Context: an optimization exercise on an open-source flow, tuned for small area. The choices shown serve that exercise and are no tape-out recipe.
The RTL was checked by simulation tests, not by an equivalence proof against the original design.
Power figures rest on the tool's default switching activity, not on a simulated workload.

==> v38: inputs <==
==> flow/design.v (excerpt) <==
module wideword_alu_top #(
	parameter int ADDR_BITS = wideword_pkg::AXI_ADDR_BITS
) (
	input  logic                                     clk,
	input  logic                                     rst,
	input  logic [ADDR_BITS-1:0]                     awaddr,
	input  logic                                     awvalid,
	output logic                                     awready,
	input  logic [wideword_pkg::AXI_DATA_BITS-1:0]   wdata,
	input  logic [wideword_pkg::AXI_DATA_BITS/8-1:0] wstrb,
	input  logic                                     wvalid,
	output logic                                     wready,
	output logic [1:0]                               bresp,
	output logic                                     bvalid,
	input  logic                                     bready,
	input  logic [ADDR_BITS-1:0]                     araddr,
	input  logic                                     arvalid,
	output logic                                     arready,
  ...
clock: 6.0 ns
lec_check: 0
abc_area: 1
cap_margin: 35
core_margin: 2
core_utilization: 65
place_density: 0.75
slew_margin: 35
standard.sh (not shown) runs the stock make flow with config.mk's settings and CLKGATE_MAP_FILE= SYNTH_SCRIPT=/design/flow/synth_recipe.tcl, a recipe that flattens the netlist after the stock synthesis.
==> flow/flow/run.sh <==
#!/bin/bash
# Own layout flow: the standard flow (standard.sh) with three changes, all output to layout.log:
# - the weakest cells (the _0 drive strengths) are added to the platform's don't-use list; they have
#   the footprint and area of the _1 cells but a far smaller load limit;
# - clock tree synthesis inserts no dummy loads and clusters up to 20 sinks per buffer;
# - the port buffers are buf_2.
set -euo pipefail
DONT_USE="sky130_fd_sc_hd__probe_p_8 sky130_fd_sc_hd__probec_p_8 sky130_fd_sc_hd__lpflow_bleeder_1
 sky130_fd_sc_hd__lpflow_clkbufkapwr_1 sky130_fd_sc_hd__lpflow_clkbufkapwr_16 sky130_fd_sc_hd__lpflow_clkbufkapwr_2
 sky130_fd_sc_hd__lpflow_clkbufkapwr_4 sky130_fd_sc_hd__lpflow_clkbufkapwr_8 sky130_fd_sc_hd__lpflow_clkinvkapwr_1
 sky130_fd_sc_hd__lpflow_clkinvkapwr_16 sky130_fd_sc_hd__lpflow_clkinvkapwr_2 sky130_fd_sc_hd__lpflow_clkinvkapwr_4
 sky130_fd_sc_hd__lpflow_clkinvkapwr_8 sky130_fd_sc_hd__lpflow_decapkapwr_12 sky130_fd_sc_hd__lpflow_decapkapwr_3
 sky130_fd_sc_hd__lpflow_decapkapwr_4 sky130_fd_sc_hd__lpflow_decapkapwr_6 sky130_fd_sc_hd__lpflow_decapkapwr_8
 sky130_fd_sc_hd__lpflow_inputiso0n_1 sky130_fd_sc_hd__lpflow_inputiso0p_1 sky130_fd_sc_hd__lpflow_inputiso1n_1
 sky130_fd_sc_hd__lpflow_inputiso1p_1 sky130_fd_sc_hd__lpflow_inputisolatch_1 sky130_fd_sc_hd__lpflow_isobufsrc_1
 sky130_fd_sc_hd__lpflow_isobufsrc_16 sky130_fd_sc_hd__lpflow_isobufsrc_2 sky130_fd_sc_hd__lpflow_isobufsrc_4
 sky130_fd_sc_hd__lpflow_isobufsrc_8 sky130_fd_sc_hd__lpflow_isobufsrckapwr_16
 sky130_fd_sc_hd__lpflow_lsbuf_lh_hl_isowell_tap_1 sky130_fd_sc_hd__lpflow_lsbuf_lh_hl_isowell_tap_2
 sky130_fd_sc_hd__lpflow_lsbuf_lh_hl_isowell_tap_4 sky130_fd_sc_hd__lpflow_lsbuf_lh_isowell_4
 sky130_fd_sc_hd__lpflow_lsbuf_lh_isowell_tap_1 sky130_fd_sc_hd__lpflow_lsbuf_lh_isowell_tap_2
 sky130_fd_sc_hd__lpflow_lsbuf_lh_isowell_tap_4
 sky130_fd_sc_hd__a2111oi_0 sky130_fd_sc_hd__a21boi_0 sky130_fd_sc_hd__and2_0 sky130_fd_sc_hd__einvn_0
 sky130_fd_sc_hd__o21ai_0 sky130_fd_sc_hd__o311ai_0 sky130_fd_sc_hd__or2_0"
bash standard.sh \
	DONT_USE_CELLS="$(echo $DONT_USE)" \
	CTS_ARGS="-sink_clustering_enable -repair_clock_nets -dont_use_dummy_load -sink_clustering_size 20 -sink_clustering_max_diameter 100" \
	BUFFER_PORTS_ARGS="-buffer_cell sky130_fd_sc_hd__buf_2" \
	finish > layout.log 2>&1
==> v6 (differences from v38) <==
--- a/flow/design.v
+++ b/flow/design.v
@@ -74,13 +74,11 @@
 	assign wr_hs   = awvalid & wvalid & wr_rdy_q;
 	assign wr_a    = hit_block(awaddr, 2'd0);
 	assign wr_b    = hit_block(awaddr, 2'd1);
 	assign wr_ctrl = hit_word(awaddr, 6'h20);
 	assign wr_ro   = hit_word(awaddr, 6'h24) | hit_block(awaddr, 2'd3);
-	logic wr_next, ctrl_next_q, prm_next_q;
-	assign wr_next = awvalid & wvalid & ~wr_rdy_q & ~bvalid;
-	assign start   = wr_hs & ctrl_next_q;
+	assign start   = wr_hs & wr_ctrl & (&wstrb);
 	assign awready = wr_rdy_q;
 	assign wready  = wr_rdy_q;
 	assign bresp   = {berr_q, 1'b0};
 	always_ff @(posedge clk)
 	begin
@@ -89,24 +87,19 @@
 			wr_rdy_q <= 1'b0;
 			bvalid   <= 1'b0;
 		end
 		else
 		begin
-			wr_rdy_q <= wr_next;
+			wr_rdy_q <= awvalid & wvalid & ~wr_rdy_q & ~bvalid;
 			if (wr_hs)
 				bvalid <= 1'b1;
 			else if (bready)
 				bvalid <= 1'b0;
 		end
 	end
 	always_ff @(posedge clk)
 	begin
-		ctrl_next_q <= wr_ctrl & (&wstrb);
-		prm_next_q  <= wr_ctrl & (&wstrb) & (wdata[2:0] == 3'd6);
-	end
-	always_ff @(posedge clk)
-	begin
 		if (!bvalid)
 			berr_q <= ~(wr_a | wr_b | wr_ctrl | wr_ro);
 	end
 	logic [31:0] wd_g;
 	assign wd_g = wdata & {32{~rst}};
@@ -121,14 +114,15 @@
 				if (rst | (wr_hs & wr_b & (awaddr[3:2] == 2'(w)) & wstrb[k]))
 					b_q[w][k*8 +: 8] <= wd_g[k*8 +: 8];
 			end
 		end
 	end
-	logic is_prm, fresh, pend_any, lane_wr1, lane_wr2, prm_act;
+	logic is_prm, new_prm, fresh, pend_any, lane_wr1, lane_wr2, prm_act;
 	assign is_prm   = (op_q == 3'd6);
+	assign new_prm  = (wdata[2:0] == 3'd6);
 	assign pend_any = |pend_q;
-	assign fresh    = wr_hs & prm_next_q & ~pend_any;
+	assign fresh    = start & new_prm & ~pend_any;
 	assign prm_act  = fresh | pend_any;
 	assign lane_wr1 = ph1_q & ~is_prm;
 	assign lane_wr2 = ph2_q & ~is_prm;
 	logic sub_q, nota_q, enc_q, enp_q, eng_q, brk16_q, brk8_q;
 	always_ff @(posedge clk)
==> flow/run.sh (new file) <==
#!/bin/bash
# synth_recipe.tcl (not shown) runs the flow's synth.tcl, then flattens the netlist and writes it again
# the make line also repeats each setting of config.mk as NAME=value (left out here)
make -C /OpenROAD-flow-scripts/flow DESIGN_CONFIG=/design/flow/config.mk WORK_HOME=/design/flow/orfs CLKGATE_MAP_FILE= SYNTH_SCRIPT=/design/flow/synth_recipe.tcl finish
CAP_MARGIN = 20   (was 35)
CORE_UTILIZATION = 45   (was 65)
GPL_TIMING_DRIVEN = 0   (was not set)
PLACE_DENSITY = 0.55   (was 0.75)
SLEW_MARGIN = 20   (was 35)
removed: flow/flow/run.sh
removed: flow/standard.sh
==> v30 (differences from v38) <==
--- a/flow/flow/run.sh
+++ b/flow/flow/run.sh
@@ -1,10 +1,10 @@
 #!/bin/bash
 # Own layout flow: the standard flow (standard.sh) with three changes, all output to layout.log:
 # - the weakest cells (the _0 drive strengths) are added to the platform's don't-use list; they have
 #   the footprint and area of the _1 cells but a far smaller load limit;
-# - clock tree synthesis inserts no dummy loads and clusters up to 20 sinks per buffer;
+# - clock tree synthesis inserts no dummy loads;
 # - the port buffers are buf_2.
 set -euo pipefail
 DONT_USE="sky130_fd_sc_hd__probe_p_8 sky130_fd_sc_hd__probec_p_8 sky130_fd_sc_hd__lpflow_bleeder_1
  sky130_fd_sc_hd__lpflow_clkbufkapwr_1 sky130_fd_sc_hd__lpflow_clkbufkapwr_16 sky130_fd_sc_hd__lpflow_clkbufkapwr_2
  sky130_fd_sc_hd__lpflow_clkbufkapwr_4 sky130_fd_sc_hd__lpflow_clkbufkapwr_8 sky130_fd_sc_hd__lpflow_clkinvkapwr_1
@@ -21,8 +21,8 @@
  sky130_fd_sc_hd__lpflow_lsbuf_lh_isowell_tap_4
  sky130_fd_sc_hd__a2111oi_0 sky130_fd_sc_hd__a21boi_0 sky130_fd_sc_hd__and2_0 sky130_fd_sc_hd__einvn_0
  sky130_fd_sc_hd__o21ai_0 sky130_fd_sc_hd__o311ai_0 sky130_fd_sc_hd__or2_0"
 bash standard.sh \
 	DONT_USE_CELLS="$(echo $DONT_USE)" \
-	CTS_ARGS="-sink_clustering_enable -repair_clock_nets -dont_use_dummy_load -sink_clustering_size 20 -sink_clustering_max_diameter 100" \
+	CTS_ARGS="-sink_clustering_enable -repair_clock_nets -dont_use_dummy_load" \
 	BUFFER_PORTS_ARGS="-buffer_cell sky130_fd_sc_hd__buf_2" \
 	finish > layout.log 2>&1
CAP_MARGIN = 20   (was 35)
CORE_UTILIZATION = 55   (was 65)
PLACE_DENSITY = 0.65   (was 0.75)
SLEW_MARGIN = 20   (was 35)
==> run notes <==
Wire length: v6 > v30 > v38. Of v30 and v38, v30 has the higher cell area (gap about 2.8%, measured against v38). Sequential share of layout area: v6 is lower than v30 (2.4 points). Utilization: v6 < v30 < v38. Via count: v6 > v38 > v30. Against v6, the clock power of v38 is smaller by 44%. v38 produced a clean layout. v6 finished but fails on setup timing. v30 passed the timing, design-rule and antenna checks. Sequential cell count: v6 is lower than v38 (2). The highest clock skew belongs to v38, the lowest to v6.
==> figures <==
metric                                                                    v38               v6                      v30
Status                                                complete, no violations  failed layout checks  complete, no violations
Layout check failures                                                       -     setup timing                        -
Part of the power in registers                                          52.8%            42.8%                    47.9%
Multi-input combinational area share                                   43.17%           40.74%                   41.80%
Starting DRT DRC Count                                                   6711             6617                     6586
Arrival time reported for the critical path endpoint                  5890 ps          6510 ps                  6050 ps
Final-stage net count                                                    3657             3848                     3730
Net Switching                                                         2395 uW          2982 uW                  2572 uW
Count of endpoints failing setup in the final report                        0                6                        0
Register fraction of the total cell area                               43.80%           40.21%                   42.60%
Die Y                                                                212.5 um         255.5 um                 230.6 um
Placed Instance Area                                             0.02948 mm^2     0.03083 mm^2             0.02987 mm^2
Worst setup path start                                              araddr[7]         wstrb[1]                araddr[7]
Comb pwr share                                                          22.5%            20.9%                    21.1%
Area of the mapped netlist                                       0.02825 mm^2     0.02846 mm^2             0.02825 mm^2
Transition time of the tightest slew-check pin                        1115 ps          1317 ps                  1219 ps
Final worst clock skew                                               57.54 ps         47.49 ps                 57.15 ps
Proportion of synthesized area in mux cells                           0.1063%          0.2110%                  0.1063%

[static timing again, ports no longer ideal]
How much do the figures lean on ideal ports? The routed layouts below were timed once more, with nothing changed but the port constraints.
Step 1 assumes that a clkbuf_16 drives the clock port and a buf_2 every other input.
Step 2 also shifts input and output timing later by t, the mid clock arrival at the registers, as if the neighbouring blocks saw the same clock.
a / b / c = ideal / step 1 / step 2; a / b = the first two.
run	shift t [ns]	setup slack, ns	worst setup path at the end	worst data-port slew with drivers (ns)
v38	0.658	0.411 / 0.455 / -0.203	input to register	0.04
v6	0.694	-0.188 / -0.149 / -0.843	input to register	0.07
v30	0.655	0.227 / 0.269 / -0.386	input to register	0.04
With both steps, setup timing fails in v38 and v30, where it was met with ideal ports. For v6, which loses most, drivers alone change the setup slack by +0.039 ns; drivers and shift together by -0.655 ns.
